Source: an optimization exercise on an open RTL-to-GDS flow (aim: small area, a short achievable clock period and few clock cycles). Production flows keep margins and buffers that such runs may drop. The RTL was checked by simulation tests, not by an equivalence proof against the original design. Power figures rest on the tool's default switching activity, not on a simulated workload.

==> flow/design.v (outline; a module is shown in full before it is edited, if it fits) <==
// module ycbcrBlockTop: 1577 lines
module ycbcrBlockTop (
    input  logic        clk,
    input  logic        rst_n,
    input  logic        enable,
    input  logic [63:0] dataRead,
    output logic [10:0] sramRaddr,
    output logic [10:0] sramWaddr,
    output logic [63:0] dataWrite,
    output logic        wen,
    output logic        valid
);
  // ...
==> flow/flow/run.sh <==
#!/bin/bash
# Standard layout, with one netlist clean-up between synthesis and floorplan:
# fixinv.py flips full adders to remove the inverter pairs that Yosys's
# extract_fa leaves between them (logic unchanged, registers untouched).
set -euo pipefail
R=orfs/results/${FLOW_PLATFORM}/ycbcrBlockTop/base
bash standard.sh synth > synth.log 2>&1
cp $R/1_2_yosys.v $R/1_2_yosys.std.v
python3 flow/fixinv.py $R/1_2_yosys.std.v $R/1_2_yosys.v > fixinv.log 2>&1
rm -f $R/1_synth.odb $R/1_synth.sdc
bash standard.sh > layout.log 2>&1
==> flow/flow/fixinv.py <==
#!/usr/bin/env python3
"""Remove inverters around full adders in a flat Yosys netlist.

A full adder is self-dual: FA(~a, ~b, ~c) = (~sum, ~cout).  Yosys's
extract_fa picks either polarity for each adder it finds, which leaves
pairs of inverters between adders.  For each sky130 fa cell this flips the
adder (feeds it the complements of its inputs, so its outputs carry the
complements of the old ones) whenever that lowers the number of inverter
cells, and repeats until no flip helps.  The logic function of every net
that drives a non-inverter load stays the same.

usage: fixinv.py IN.v OUT.v
"""
import re
import sys
from collections import defaultdict

INV = "sky130_fd_sc_hd__inv_1"
FA_PREFIX = "sky130_fd_sc_hd__fa_"
OUT_PINS = {"Y", "X", "Q", "Q_N", "SUM", "COUT", "HI", "LO"}

CELL_RE = re.compile(r"^\s*(sky130_fd_sc_hd__\w+)\s+(\S+)\s*\((.*?)\);", re.S | re.M)
PIN_RE = re.compile(r"\.(\w+)\(([^()]*)\)")


class Netlist:
    def __init__(self, text):
        first = CELL_RE.search(text)
        self.head = text[:first.start()]
        endm = text.rindex("endmodule")
        self.tail = text[endm:]
        self.cells = {}
        self.order = []
        for m in CELL_RE.finditer(text, first.start(), endm):
            typ, name, body = m.group(1), m.group(2), m.group(3)
            pins = [(p, n.strip()) for p, n in PIN_RE.findall(body)]
            self.cells[name] = [typ, dict(pins), [p for p, _ in pins]]
            self.order.append(name)
        # module ports that are outputs count as fixed loads
        self.outputs = set()
        for m in re.finditer(r"^\s*output\s+(\[(\d+):(\d+)\]\s+)?(\S+);", self.head, re.M):
            if m.group(1):
                hi, lo = int(m.group(2)), int(m.group(3))
                for i in range(min(hi, lo), max(hi, lo) + 1):
                    self.outputs.add(f"{m.group(4)}[{i}]")
            else:
                self.outputs.add(m.group(4))
        self.newnets = []
        self.uid = 0
        self.rebuild()

    def rebuild(self):
        self.drv = {}
        self.loads = defaultdict(list)
        for name, (typ, pins, _) in self.cells.items():
            for p, n in pins.items():
                if p in OUT_PINS:
                    self.drv[n] = (name, p)
                else:
                    self.loads[n].append((name, p))

    def is_inv(self, name):
        return self.cells[name][0] == INV

    def inv_of(self, net):
        """a net carrying ~net that exists already, or None"""
        d = self.drv.get(net)
        if d and self.is_inv(d[0]):
            return self.cells[d[0]][1]["A"]
        for (c, p) in self.loads.get(net, []):
            if self.is_inv(c):
                return self.cells[c][1]["Y"]
        return None

    def fixed_loads(self, net):
        """loads that need the net's own polarity"""
        n = sum(1 for c, p in self.loads.get(net, []) if not self.is_inv(c))
        if net in self.outputs:
            n += 1
        return n

    def flip_gain(self, fa):
        typ, pins, _ = self.cells[fa]
        gain = 0
        for p in ("A", "B", "CIN"):
            n = pins[p]
            d = self.drv.get(n)
            if d and self.is_inv(d[0]):
                # the adder would use the inverter's input; the inverter goes
                # if nothing else uses it
                others = [l for l in self.loads[n] if l != (fa, p)]
                if not others and n not in self.outputs:
                    gain += 1
            elif self.inv_of(n) is None:
                gain -= 1
        for p in ("SUM", "COUT"):
            n = pins[p]
            invloads = [c for c, q in self.loads.get(n, []) if self.is_inv(c)]
            gain += len(invloads)
            if self.fixed_loads(n):
                gain -= 1
        return gain

    def new_net(self):
        self.uid += 1
        n = f"_fixinv_{self.uid}_"
        self.newnets.append(n)
        return n

    def add_inv(self, a, y):
        self.uid += 1
        name = f"_fixinv_c{self.uid}_"
        self.cells[name] = [INV, {"A": a, "Y": y}, ["A", "Y"]]
        self.drv[y] = (name, "Y")
        self.loads[a].append((name, "A"))
        return name

    def remove_cell(self, name):
        typ, pins, _ = self.cells.pop(name)
        for p, n in pins.items():
            if p in OUT_PINS:
                if self.drv.get(n) == (name, p):
                    del self.drv[n]
            else:
                self.loads[n] = [l for l in self.loads[n] if l != (name, p)]

    def connect(self, cell, pin, net):
        typ, pins, _ = self.cells[cell]
        old = pins[pin]
        if pin in OUT_PINS:
            if self.drv.get(old) == (cell, pin):
                del self.drv[old]
            self.drv[net] = (cell, pin)
        else:
            self.loads[old] = [l for l in self.loads[old] if l != (cell, pin)]
            self.loads[net].append((cell, pin))
        pins[pin] = net

    def flip(self, fa):
        typ, pins, _ = self.cells[fa]
        for p in ("A", "B", "CIN"):
            n = pins[p]
            c = self.inv_of(n)
            if c is None:
                c = self.new_net()
                self.add_inv(n, c)
            self.connect(fa, p, c)
            d = self.drv.get(n)
            if d and self.is_inv(d[0]) and not self.loads[n] and n not in self.outputs:
                self.remove_cell(d[0])
        for p in ("SUM", "COUT"):
            old = pins[p]
            new = self.new_net()
            self.connect(fa, p, new)
            # inverters on the old net now just pass on the new one
            for c, q in list(self.loads.get(old, [])):
                if self.is_inv(c):
                    y = self.cells[c][1]["Y"]
                    for lc, lp in list(self.loads.get(y, [])):
                        self.connect(lc, lp, new)
                    if y in self.outputs:
                        # keep the port's net: drive it with a buffer-free inverter pair
                        raise RuntimeError("inverter drives an output port")
                    self.remove_cell(c)
            if self.fixed_loads(old):
                self.add_inv(new, old)

    def write(self):
        out = [self.head]
        for n in self.newnets:
            out.append(f"  wire {n};\n")
        for name in list(self.cells):
            typ, pins, porder = self.cells[name]
            conns = ",\n".join(f"    .{p}({pins[p]}{' ' if pins[p].startswith(chr(92)) else ''})"
                                for p in porder)
            out.append(f"  {typ} {name} (\n{conns}\n  );\n")
        out.append(self.tail)
        return "".join(out)


def main():
    text = open(sys.argv[1]).read()
    nl = Netlist(text)
    ninv0 = sum(1 for c in nl.cells.values() if c[0] == INV)
    fas = [n for n, c in nl.cells.items() if c[0].startswith(FA_PREFIX)]
    flips = 0
    for _ in range(20):
        changed = False
        for fa in fas:
            if nl.flip_gain(fa) > 0:
                nl.flip(fa)
                flips += 1
                changed = True
        if not changed:
            break
    # drop inverters whose output drives nothing
    while True:
        dead = [n for n, c in nl.cells.items()
                if c[0] == INV and not nl.loads.get(c[1]["Y"]) and c[1]["Y"] not in nl.outputs]
        if not dead:
            break
        for n in dead:
            nl.remove_cell(n)
    ninv1 = sum(1 for c in nl.cells.values() if c[0] == INV)
    open(sys.argv[2], "w").write(nl.write())
    print(f"fixinv: {len(fas)} adders, {flips} flips, inverters {ninv0} -> {ninv1}")


if __name__ == "__main__":
    main()
==> flow/standard.sh <==
#!/bin/bash
# synth_recipe.tcl (not shown) runs the flow's synth.tcl, then flattens the netlist and writes it again
# the make line also repeats each setting of config.mk as NAME=value (left out here)
make -C /OpenROAD-flow-scripts/flow DESIGN_CONFIG=/design/flow/config.mk WORK_HOME=/design/flow/orfs CLKGATE_MAP_FILE= SYNTH_SCRIPT=/design/flow/synth_recipe.tcl "${@:-finish}"
==> flow/config.mk <==
export PLATFORM = sky130hd
export DESIGN_NAME = ycbcrBlockTop
export DESIGN_NICKNAME = ycbcrBlockTop
export VERILOG_FILES = /design/flow/design.v
export SDC_FILE = /design/flow/constraint.sdc
export NUM_CORES = 4
export LEC_CHECK = 0
export CAP_MARGIN = 20
export CORE_MARGIN = 2
export CORE_UTILIZATION = 40
export SETUP_SLACK_MARGIN = 2.6
export SLEW_MARGIN = 20
==> flow/constraint.sdc <==
create_clock -name core_clock -period 5.0 [get_ports {clk}]
set_input_delay 1.0000 -clock core_clock [delete_from_list [all_inputs] [get_ports {clk}]]
set_output_delay 1.0000 -clock core_clock [all_outputs]
set_load 0.01 [all_outputs]
==> summary.txt, run 1 <==
seq pwr 9660 uW; Leak 0.0168 uW; CP Cell Sequence buf_6 -> fa_2 -> fa_2 -> fa_2 -> fa_2; sw power 7580 uW; synth warn 1; uppermost layer routed met4; Post-CTS Setup Bufs 55; design area approximately 38,000 sq um; DP HPWL between 40,000 and 50,000 um; crit path launch type register; status complete, no violations; Die X between 200 and 300 um; comb pwr approximately 7500 uW; Clock buf/inv share 8.16%; Final Skew 19.9 ps; Finished Core Util 49.6%; GP Congestion 0.880; I/O Buffers 144; sequential fraction of total cell area 43.9%; Worst R2R End y1_s22; Hold Crit Endpoint cr1_h3[5]; post-CTS sizing 240; largest net degree at the start of global routing between 80 and 90; unrepaired setup endpoints after global routing yes; Sw Ratio about a third
Testbench counts, summed over its fixed seeds: cycles 2,736.
==> run 2: changes to the inputs <==
==> flow/flow/run.sh (replaced) <==
#!/bin/bash
# Standard layout, with two changes:
# - between synthesis and floorplan, fixinv.py flips full adders to remove
#   the inverter pairs that Yosys's extract_fa leaves between them (logic
#   unchanged, registers untouched);
# - the port buffers that global placement inserts are buf_2 cells.
set -euo pipefail
R=orfs/results/${FLOW_PLATFORM}/ycbcrBlockTop/base
bash standard.sh synth > synth.log 2>&1
cp $R/1_2_yosys.v $R/1_2_yosys.std.v
python3 flow/fixinv.py $R/1_2_yosys.std.v $R/1_2_yosys.v > fixinv.log 2>&1
rm -f $R/1_synth.odb $R/1_synth.sdc
bash standard.sh "BUFFER_PORTS_ARGS=-buffer_cell sky130_fd_sc_hd__buf_2" finish > layout.log 2>&1
--- a/flow/config.mk
+++ b/flow/config.mk
@@ -10,3 +10,3 @@
 export CORE_UTILIZATION = 40
-export SETUP_SLACK_MARGIN = 2.6
+export SETUP_SLACK_MARGIN = 3.0
 export SLEW_MARGIN = 20
==> summary.txt, run 2 <==
status complete, no violations (unchanged); total track usage 18.0% (was 17.3%); Max-Cap Viols 0 (unchanged); Logic pwr share 35.6% (was 31.4%); Starting Density 40.5% (unchanged); largest net degree at the start of global routing 64 (was 84); Area Overhead vs Synth 27.1% (was 22.6%); I/O Buffers 144 (unchanged); row cnt 101 (unchanged); sequential cell area 16,700 sq um (was 16,600 sq um); GRT overflow 0 (unchanged); net count reported at finish 3,280 (was 3,214); filler cell count 6,514 (was 6,632); Die X 281 um (unchanged); leading cell type in the layout, fill and taps excluded dfxtp_1 (unchanged); Avg Inst Size Synth 13.0 sq um (unchanged); uppermost layer routed met4 (unchanged); Tmin final 2580 ps (was 2610 ps); layout cells sized above 1 34.4% (was 18.6%); clk root buf clkbuf_16 (unchanged); most frequent cells in the layout dfxtp_1, inv_1, ha_1 (unchanged); period utilization 51.6% (was 52.2%); initial antenna violation count 0 (was 2); post-route setup slack 2420 ps (was 2390 ps); GP Congestion 0.857 (was 0.880); Seq pwr share 39.0% (was 40.4%); met1 wire length 32,100 um (was 31,100 um); Leak 0.0172 uW (was 0.0168 uW); CTS H-Tree Depth 3 (unchanged); clock-pin slew on the worst setup and hold paths 70 ps (about the same); Sink Count 817 (unchanged); Die H 281 um (unchanged); metal2 WL 33,400 um (was 32,100 um); final hold vios 0 (unchanged); WS Path Type register to register (unchanged); crit path launch type register (unchanged); placed insts 3,495 (was 3,493); unrepaired setup endpoints after global routing yes (unchanged); Setup violations, final 0 (unchanged); core area 76,100 sq um (unchanged); DR vias 17,834 (was 17,548); Regs by FF count P0 x64, P1 x64, dataWrite x64 (unchanged); Worst-Margin Slew 742 ps (was 1020 ps); Fin Hold WS 302 ps (was 322 ps); HP Class register to register (unchanged); Setup TNS Final 0 ps (unchanged); Sw Ratio 32.5% (was 31.7%); Multi-input gate area 14,300 sq um (was 13,300 sq um); Power Density 642 nW/um^2 (was 633 nW/um^2); worst-path maximum fanout 4 (was 5); diodes inserted 0 (was 2); Clk pwr share 25.4% (was 28.2%); clock tree buffer depth 3 (unchanged); CP Data Arrival Time 3080 ps (was 3120 ps); sw power 8180 uW (was 7580 uW); Place WS 2320 ps (was 2250 ps); DP HPWL 51,000 um (was 49,700 um); P_int 16,900 uW (was 16,300 uW); Non-Filler Instances 3,786 (was 3,722); first-pass GRT wire length 109,000 um (was 105,000 um); Final Skew 37.7 ps (was 19.9 ps); Slew Limit Fails 0 (unchanged); die area 79,200 sq um (unchanged); CP Data Required Time 5500 ps (was 5510 ps); number of CTS-inserted buffers 83 (was 85); Post-Route WL 70,000 um (was 67,300 um); Mapped Cells 2,369 (unchanged); later-pin clock latency in the skew report 650 ps (was 630 ps); CTS tree done (unchanged); number of global-route vias before repair 19,235 (was 18,996); Avg Vias per Cell 4.71 (about the same); fmax 387 MHz (was 383 MHz); Ports 155 (unchanged); Mapped Area 30,800 sq um (unchanged); worst rel slew slack 50.5% (was 32.1%); met3 routed WL 2980 um (was 2750 um); peak supply drop 354 uV (was 365 uV); residual DRC count 0 (unchanged); Worst Setup End Kind register (unchanged); synth warn 1 (unchanged); First-pass DRT Iterations 9 (was 6); Routed WL per cell 18.5 um (was 18.1 um); Post-DRT Antenna Nets 0 (unchanged); Initial DRC Count 922 (was 999)
==> run 2: power groups by stage <==
stage               clock network [uW]  logic, uW  registers, uW
finish                            6390       8940           9790
global route                      6810      10000          10000
CTS                               6540       8360           9790
detailed placement                   0       7150           9860
global placement                     0       7050           9780
floorplan                            0       4810           9600
==> run 2: worst max-delay path: stages (launching register included) <==
cell     delay (ps)
dfxtp_4         400
inv_8            60
fa_2            570
fa_2            440
fa_2            550
fa_2            430
==> run 2: per-layer routing <==
layer | up-vias | track usage, %
met5 | - | 0
met4 | 0 | 5.09
met3 | 104 | 3.45
met2 | 356 | 29.7
met1 | 8835 | 24.0
li1 | 8539 | -
==> run 2: path summary, 6_finish.rpt <==
| path | startpoint | end | slack (ps) | cells past startpoint |
|---|---|---|---|---|
| min reg2reg | cr1_h2[1] | cr1_h3[1] | 300 | 0 |
| max | op1_g[7] | cr1_s22 | 2420 | 5 |
| max reg2reg | op1_g[7] | cr1_s22 | 2420 | 5 |
| min | cr1_h2[1] | cr1_h3[1] | 300 | 0 |
==> run 2: through the flow <==
step,area (sq um),total power (uW),util [%]
6_report,39100,25100,51.4
5_1_grt,39100,26900,51.4
4_1_cts,38200,24700,50.3
3_5_place_dp,33100,17000,43.5
3_3_place_gp,33100,16800,43.5
2_1_floorplan,31300,14400,-
==> run 2: what timing repair did <==
item | CTS | global route
gates resized for setup | 386 | 151
setup buffers | 107 | 31
hold buffers | 0 | 0
endpoints found under the setup margin | 276 | 279
pin swaps | 171 | 132
==> run 2: cell type report <==
type                            count  share of cell area (%)
Sequential cell                   817                    42.7
Multi-Input combinational cell   1128                    36.6
Clock buffer                      108                    6.03
Timing Repair Buffer              287                    5.99
Inverter                          371                    3.96
Tap cell                         1030                    3.29
Clock inverter                     45                    1.42
==> run 3: changes to the inputs <==
--- a/flow/config.mk
+++ b/flow/config.mk
@@ -9,4 +9,4 @@
 export CORE_MARGIN = 2
-export CORE_UTILIZATION = 40
-export SETUP_SLACK_MARGIN = 3.0
+export CORE_UTILIZATION = 60
+export SETUP_SLACK_MARGIN = 2.6
 export SLEW_MARGIN = 20
==> summary.txt, run 3 <==
status complete, no violations (unchanged); met3 routed WL 2690 um (was 2980 um); Crit path top cell by count fa_2 (unchanged); CP max stage delay 570 ps (about the same); Die X 231 um (was 281 um); Power Density 643 nW/um^2 (was 642 nW/um^2); Regs by FF count P0 x64, P1 x64, dataWrite x64 (unchanged); Initial DRC Count 1,095 (was 922); unrepaired setup endpoints after global routing yes (unchanged); metal2 WL 31,400 um (was 33,400 um); hold depth 0 (unchanged); Avg Inst Size Synth 13.0 sq um (unchanged); initial antenna violation count 4 (was 0); Hold Crit Endpoint cb2_h3[7] (was cr1_h3[1]); synth warn 1 (unchanged); CP Cell Sequence inv_2 -> fa_2 -> fa_2 -> fa_2 -> fa_2 (was inv_8 -> fa_2 -> fa_2 -> fa_2 -> fa_2); final hold vios 0 (unchanged); Die H 231 um (was 281 um); First-pass DRT Iterations 9 (unchanged); number of global-route vias before repair 18,516 (was 19,235); Slew Limit Fails 0 (unchanged); Setup TNS Final 0 ps (unchanged); Starting Density 60.4% (was 40.5%); peak supply drop 368 uV (was 354 uV); WS Path Type register to register (unchanged); layout cells sized above 1 21.6% (was 34.4%); CP Data Required Time 5500 ps (about the same); Routed WL per cell 19.2 um (was 18.5 um); most frequent cells in the layout dfxtp_1, inv_1, ha_1 (unchanged); Non-Filler Instances 3,355 (was 3,786); GRT overflow 0 (unchanged); filler cell count 3,584 (was 6,514); clock-pin slew on the worst setup and hold paths 60 ps (was 70 ps); Post-DRT Antenna Nets 0 (unchanged); net count reported at finish 3,200 (was 3,280); Leak 0.0165 uW (was 0.0172 uW); later-pin clock latency in the skew report 640 ps (was 650 ps); CTS H-Tree Depth 3 (unchanged); worst rel slew slack 43.9% (was 50.5%); reg2reg start op0_r[1] (was op1_g[7]); largest net degree at the start of global routing 78 (was 64); leading cell type in the layout, fill and taps excluded dfxtp_1 (unchanged); die area 53,100 sq um (was 79,200 sq um); Final Skew 43.1 ps (was 37.7 ps); hold_sp cb2_h2[7] (was cr1_h2[1]); met1 wire length 28,900 um (was 32,100 um); Avg Vias per Cell 5.22 (was 4.71); period utilization 52.1% (was 51.6%); Worst Setup End Kind register (unchanged); Setup violations, final 0 (unchanged); first-pass GRT wire length 101,000 um (was 109,000 um); uppermost layer routed met5 (was met4); number of CTS-inserted buffers 80 (was 83); Post-Route WL 64,400 um (was 70,000 um); row cnt 83 (was 101); flop2flop setup slack 2400 ps (was 2420 ps); worst reg-to-reg path cell count 5 (unchanged); Sink Count 817 (unchanged); GP Congestion 0.874 (was 0.857); residual DRC count 0 (unchanged); Area Overhead vs Synth 17.6% (was 27.1%); Slowest cell on crit path fa_2 (unchanged); clock tree buffer depth 3 (unchanged); HP Class register to register (unchanged); Mapped Cells 2,369 (unchanged); fmax 384 MHz (was 387 MHz); Worst R2R End cr0_s22 (was cr1_s22); CTS tree done (unchanged); Max-Cap Viols 0 (unchanged); diodes inserted 0 (unchanged); DP HPWL 47,500 um (was 51,000 um); Design Power 23,300 uW (was 25,100 uW); hold buffer count at cts 0 (unchanged); Mapped Area 30,800 sq um (unchanged); DR vias 17,528 (was 17,834); worst-path maximum fanout 4 (unchanged); crit path launch type register (unchanged); clk root buf clkbuf_16 (unchanged); total track usage 24.9% (was 18.0%); Ports 155 (unchanged); Tmin final 2600 ps (was 2580 ps); core area 51,000 sq um (was 76,100 sq um); placed insts 3,143 (was 3,495); CP Data Arrival Time 3110 ps (was 3080 ps); I/O Buffers 144 (unchanged); Worst-Margin Slew 842 ps (was 742 ps)
## run 3: cell types whose count changed in the layout (fill, tap and decap cells not counted), moves of 15 or more
cell	delta
buf_6	-94
fa_1	+89
fa_2	-89
dfxtp_1	+81
dfxtp_2	-63
buf_2	+56
buf_4	-38
ha_1	+34
ha_4	-31
inv_1	+21
dfxtp_4	-18
a21oi_1	+15
## run 3: where the power goes
group	total [uW]	leakage, uW	internal (uW)	switching, uW
clock network	6240	0.00140	3680	2560
registers	9630	0.00690	8760	873
logic	7420	0.00823	3270	4140
## run 3: critical path, delay by kind of cell (launching register included)
kind | cells | cell delay (ps)
fa+ha+maj | 4 | 2020
buf+inv | 1 | 50
flops | 1 | 390
## run 3: metrics by stage
stage | util [%] | worst slack (ps) | hold WS (ps) | area, sq um
2_1_floorplan | - | 2510 | 310 | 31000
3_5_place_dp | 63.5 | 2340 | 312 | 32400
4_1_cts | 70.3 | 2430 | 317 | 35800
5_1_grt | 71.0 | 2360 | 320 | 36200
6_report | 71.0 | 2400 | 319 | 36200
3_3_place_gp | 63.5 | 2380 | 310 | 32400
## run 3: per-layer routing
layer	vias up	global-route usage, %
met5	-	0
met4	2	6.53
met3	93	4.36
met2	357	41.7
met1	8692	33.7
li1	8384	-
## run 3: timing repair
action,in CTS,in global routing
resized for setup,104,67
setup endpoints to repair,83,88
buffers inserted,47,16
pin swaps,62,54
## run 3: worst max path at each step
stage,slack [ps],cells past startpoint,to,start
final,2400,5,cr0_s22,op0_r[1]
after global routing,2360,6,cb1_s20,op1_r[6]
after CTS,2430,6,cb0_s20,op0_r[5]
after detailed placement,2340,6,cb1_s23,op1_g[3]
after global placement,2380,6,cb2_s23,op2_b[5]
after floorplan,2510,6,cb0_s20,op0_r[6]
## run 3: final cells by class
class                   count  area (sq um)  share of cell area (%)
inverters                 371          1490                    4.12
flip-flops and latches    817         16600                    45.8
well taps                 680           851                    2.35
repair buffers            210          1270                    3.51
multi-input cells        1128         13200                    36.4
clock inverters            34           473                    1.31
clock buffers             115          2370                    6.56
==> run 4: changes to the inputs <==
--- a/flow/config.mk
+++ b/flow/config.mk
@@ -10,2 +10,4 @@
 export CORE_UTILIZATION = 60
+export CTS_CLUSTER_DIAMETER = 100
+export CTS_CLUSTER_SIZE = 25
 export SETUP_SLACK_MARGIN = 2.6
==> summary.txt, run 4 <==
status complete, no violations (unchanged); HP Class register to register (unchanged); Setup violations, final 0 (unchanged); total track usage 24.2% (was 24.9%); fmax 384 MHz (about the same); number of global-route vias before repair 17,918 (was 18,516); CP max stage delay 590 ps (was 570 ps); Leak 0.0158 uW (was 0.0165 uW); synth warn 1 (unchanged); most frequent cells in the layout dfxtp_1, inv_1, ha_1 (unchanged); CP Cell Sequence inv_4 -> fa_2 -> inv_2 -> fa_2 -> fa_2 -> fa_2 (was inv_2 -> fa_2 -> fa_2 -> fa_2 -> fa_2); peak supply drop 352 uV (was 368 uV); initial antenna violation count 3 (was 4); die area 53,100 sq um (unchanged); Initial DRC Count 1,086 (was 1,095); Sink Count 817 (unchanged); Design Power 20,700 uW (was 23,300 uW); row cnt 83 (unchanged); residual DRC count 0 (unchanged); Tmin final 2600 ps (about the same); clock-pin slew on the worst setup and hold paths 100 ps (was 60 ps); Slowest cell on crit path fa_2 (unchanged); final hold vios 0 (unchanged); Die H 231 um (unchanged); period utilization 52.0% (was 52.1%); I/O Buffers 144 (unchanged); Regs by FF count P0 x64, P1 x64, dataWrite x64 (unchanged); Post-DRT Antenna Nets 0 (unchanged); layout cells sized above 1 20.9% (was 21.6%); CP Data Arrival Time 3140 ps (was 3110 ps); DP HPWL 47,500 um (unchanged); Multi-input gate area 13,300 sq um (was 13,200 sq um); worst-path maximum fanout 2 (was 4); Mapped Cells 2,369 (unchanged); sw power 7030 uW (was 7570 uW); WS Path Type register to register (unchanged); Crit path top cell by count fa_2 (unchanged); reg2reg start op1_r[2] (was op0_r[1]); crit path from op1_r[2] (was op0_r[1]); Slew Limit Fails 0 (unchanged); unrepaired setup endpoints after global routing yes (unchanged); Logic pwr share 36.4% (was 31.9%); Seq pwr share 46.4% (was 41.4%); clk root buf clkbuf_16 (unchanged); First-pass DRT Iterations 6 (was 9); Avg Vias per Cell 5.24 (was 5.22); Starting Density 60.4% (unchanged); first-pass GRT wire length 98,200 um (was 101,000 um); Worst-Margin Slew 823 ps (was 842 ps); CP Data Required Time 5540 ps (was 5500 ps); Ports 155 (unchanged); Mapped Area 30,800 sq um (unchanged); leading cell type in the layout, fill and taps excluded dfxtp_1 (unchanged); Setup TNS Final 0 ps (unchanged); Final Skew 17.0 ps (was 43.1 ps); Power Density 593 nW/um^2 (was 643 nW/um^2); DR vias 17,216 (was 17,528); Area Overhead vs Synth 13.2% (was 17.6%); Finished Core Util 68.3% (was 71.0%); Avg Inst Size Synth 13.0 sq um (unchanged); Sw Ratio 34.0% (was 32.5%); Die X 231 um (unchanged); later-pin clock latency in the skew report 600 ps (was 640 ps); Worst Setup End Kind register (unchanged); filler cell count 3,787 (was 3,584); number of CTS-inserted buffers 39 (was 80); crit path launch type register (unchanged); Post-Route WL 63,200 um (was 64,400 um); P_int 13,700 uW (was 15,700 uW); net count reported at finish 3,183 (was 3,200); sequential cell area 16,600 sq um (about the same); worst rel slew slack 45.1% (was 43.9%); CTS H-Tree Depth 2 (was 3); Routed WL per cell 19.2 um (about the same); diodes inserted 0 (unchanged); Clk pwr share 17.2% (was 26.8%); GRT overflow 0 (unchanged); Max-Cap Viols 0 (unchanged); largest net degree at the start of global routing 78 (unchanged); hold_sp cb2_h2[7] (unchanged); clock tree buffer depth 3 (unchanged); CTS tree done (unchanged); core area 51,000 sq um (unchanged); GP Congestion 0.874 (unchanged)
[run 4: final cells by class]
class / count / area share [%]
inverter: 371 / 4.28
sequential: 817 / 47.5
clock buffer: 51 / 3.02
tap: 680 / 2.44
clock inverter: 6 / 0.262
multi-input combinational: 1128 / 38.2
timing repair buffer: 234 / 4.24
[run 4: worst paths after layout]
check	endpoint	slack (ps)	cells after the start
worst max register to register	cb1_s20	2400	6
worst min register to register	cb2_h3[7]	330	0
worst max-delay path	cb1_s20	2400	6
worst min-delay path	cb2_h3[7]	330	0
[run 4: timing repair]
action | CTS | global route
gates cloned | 0 | 0
buffers inserted | 58 | 29
endpoints found under the setup margin | 84 | 92
pin swaps | 76 | 77
gates resized for setup | 129 | 83
hold buffers | 0 | 0
[run 4: critical path, delay by kind of cell (launching register included)]
| kind | cells | cell delay (ps) |
|---|---|---|
| fa+ha+maj | 4 | 2100 |
| flops | 1 | 380 |
| buf+inv | 2 | 80 |
[run 4: power by group through the flow]
stage	clock network [uW]	registers [uW]	logic, uW
after detailed placement	0	9820	7030
after CTS	3650	9630	7320
after floorplan	0	9600	4720
after global placement	0	9740	6890
after global routing	3890	9820	8520
final	3550	9600	7530
[run 4: stage by stage]
step,instance area [sq um],cells,hold WS [ps],setup WS (ps)
2_1_floorplan,31000,2378,310,2510
3_3_place_gp,32400,3143,310,2380
3_5_place_dp,32400,3143,312,2340
4_1_cts,34300,3258,332,2410
5_1_grt,34800,3287,340,2360
6_report,34800,3287,332,2400
[run 4: routing by layer]
layer  vias to the layer above  GRT usage, %  share of wire [%]
li1                       8287             -                  -
met2                       282          40.4                 48
met1                      8575          33.7                 46
met3                        72          3.74                3.9
met5                         -             0                  0
met4                         0          4.94                1.7
==> run 5: changes to the inputs <==
--- a/flow/config.mk
+++ b/flow/config.mk
@@ -10,4 +10,4 @@
 export CORE_UTILIZATION = 60
-export CTS_CLUSTER_DIAMETER = 100
-export CTS_CLUSTER_SIZE = 25
+export CTS_CLUSTER_DIAMETER = 80
+export CTS_CLUSTER_SIZE = 20
 export SETUP_SLACK_MARGIN = 2.6
==> summary.txt, run 5 <==
CP Data Required Time 5480 ps (was 5540 ps); Post-DRT Antenna Nets 0 (unchanged); Max-Cap Viols 0 (unchanged); number of global-route vias before repair 17,919 (was 17,918); Finished Core Util 68.1% (was 68.3%); Die H 231 um (unchanged); Routed WL per cell 19.2 um (about the same); net count reported at finish 3,174 (was 3,183); Regs by FF count P0 x64, P1 x64, dataWrite x64 (unchanged); first-pass GRT wire length 98,400 um (was 98,200 um); clock-pin slew on the worst setup and hold paths 80 ps (was 100 ps); Power Density 600 nW/um^2 (was 593 nW/um^2); peak supply drop 340 uV (was 352 uV); Leak 0.0158 uW (about the same); Area Overhead vs Synth 12.8% (was 13.2%); Avg Vias per Cell 5.23 (was 5.24); CTS tree done (unchanged); Worst-Margin Slew 833 ps (was 823 ps); total track usage 24.2% (about the same); worst reg-to-reg path cell count 5 (was 6); HP Class register to register (unchanged); GRT overflow 0 (unchanged); DP HPWL 47,500 um (unchanged); worst-path maximum fanout 4 (was 2); residual DRC count 0 (unchanged); crit path launch type register (unchanged); layout cells sized above 1 19.4% (was 20.9%); hold depth 0 (unchanged); CP Data Arrival Time 3090 ps (was 3140 ps); First-pass DRT Iterations 7 (was 6); initial antenna violation count 2 (was 3); hold buffer count at cts 0 (unchanged); Mapped Cells 2,369 (unchanged); Design Power 20,800 uW (was 20,700 uW); worst rel slew slack 44.5% (was 45.1%); Setup violations, final 0 (unchanged); core area 51,000 sq um (unchanged); leading cell type in the layout, fill and taps excluded dfxtp_1 (unchanged); Worst Setup End Kind register (unchanged); Starting Density 60.4% (unchanged); Avg Inst Size Synth 13.0 sq um (unchanged); GP Congestion 0.874 (unchanged); later-pin clock latency in the skew report 620 ps (was 600 ps); WS Path Type register to register (unchanged); I/O Buffers 144 (unchanged); Mapped Area 30,800 sq um (unchanged); Final Skew 26.4 ps (was 17.0 ps); clk root buf clkbuf_16 (unchanged); CTS H-Tree Depth 2 (unchanged); status complete, no violations (unchanged); Sink Count 817 (unchanged); Die X 231 um (unchanged); clock tree buffer depth 3 (unchanged); Initial DRC Count 1,153 (was 1,086); Slew Limit Fails 0 (unchanged); Tmin final 2610 ps (was 2600 ps); period utilization 52.2% (was 52.0%); Post-Route WL 63,000 um (was 63,200 um); die area 53,100 sq um (unchanged); row cnt 83 (unchanged); number of CTS-inserted buffers 47 (was 39); Ports 155 (unchanged); DR vias 17,185 (was 17,216); Setup TNS Final 0 ps (unchanged); synth warn 1 (unchanged); fmax 383 MHz (was 384 MHz); unrepaired setup endpoints after global routing yes (unchanged); largest net degree at the start of global routing 78 (unchanged); flop2flop setup slack 2390 ps (was 2400 ps); final hold vios 0 (unchanged); most frequent cells in the layout dfxtp_1, inv_1, ha_1 (unchanged)
## run 5: cell type report
class | instances | area (sq um)
flip-flops and latches | 817 | 16600
fillers | 3769 | 16300
multi-input cells | 1128 | 13200
inverters | 371 | 1490
repair buffers | 217 | 1330
clock buffers | 63 | 1250
well taps | 680 | 851
clock inverters | 6 | 78.8
diodes | 2 | 5.00
## run 5: path summary, 6_finish.rpt
path,startpoint,endpoint
setup / recovery,op0_r[1],cr0_s22
hold / removal,cb2_h2[7],cb2_h3[7]
setup reg to reg,op0_r[1],cr0_s22
hold reg to reg,cb2_h2[7],cb2_h3[7]
## run 5: metrics by stage
stage / instances / hold WS (ps) / setup slack, ps / instance area [sq um]
2_1_floorplan: 2378 / 310 / 2510 / 31000
3_3_place_gp: 3143 / 310 / 2380 / 32400
3_5_place_dp: 3143 / 312 / 2340 / 32400
4_1_cts: 3266 / 326 / 2420 / 34400
5_1_grt: 3282 / 333 / 2350 / 34700
6_report: 3284 / 328 / 2390 / 34700
## run 5: repair_timing
action	in CTS	in global routing
resized for setup	119	51
setup buffers	54	16
endpoints found under the setup margin	84	91
gates cloned	0	0
pin swaps	64	56
## run 5: where the power goes
part,switching [uW],internal [uW]
clock network,2050,1760
logic,4150,3280
registers,862,8740
## run 5: critical path, cell delays in order (launching register included)
cell     delay, ps
dfxtp_4        390
inv_2           50
fa_2           570
fa_2           460
fa_2           560
fa_2           440
## run 5: routing by layer
layer / global-route usage (%) / vias to the layer above / share of wire (%) / wire length [um]
met5: 0 / - / 0 / 0
met4: 4.74 / 0 / 1.7 / 1050
met3: 3.67 / 69 / 3.9 / 2480
met2: 40.5 / 293 / 48 / 30500
met1: 34.0 / 8544 / 46 / 29000
li1: - / 8279 / - / -

-- re-timing with driven ports --
How much do the figures lean on ideal ports? The routed layouts below were timed once more, with nothing changed but the port constraints.
Step 1 (the two cells are an assumption about what drives the block):
set clk [get_ports {clk}]
set_driving_cell -lib_cell sky130_fd_sc_hd__clkbuf_16 $clk
set_driving_cell -lib_cell sky130_fd_sc_hd__buf_2 [delete_from_list [all_inputs] $clk]
Step 2, shift: input delay + t, output delay - t, t = (earliest + latest rising clock arrival at the registers) / 2. This alone moves slack from input paths to output paths.
Three values: ideal ports, drivers, drivers and shift; two values: the first two.
run | t, ns | slack for setup (ns) | worst hold slack (ns) | worst data-port slew with drivers (ns)
run 1 | 0.686 | 2.390 / 2.390 / 2.301 | 0.322 / 0.322 / 0.322 | 0.07
run 2 | 0.695 | 2.419 / 2.419 / 2.419 | 0.302 / 0.302 / 0.302 | 0.05
run 3 | 0.678 | 2.396 / 2.396 / 2.396 | 0.319 / 0.319 / 0.319 | 0.05
run 4 | 0.649 | 2.398 / 2.398 / 2.398 | 0.332 / 0.332 / 0.332 | 0.05
run 5 | 0.666 | 2.390 / 2.390 / 2.390 | 0.328 / 0.328 / 0.328 | 0.05
After both steps setup and hold are still met in every run listed. The setup slack of run 1, which loses most, moves by 0.000 ns with the drivers and by -0.089 ns with both steps.
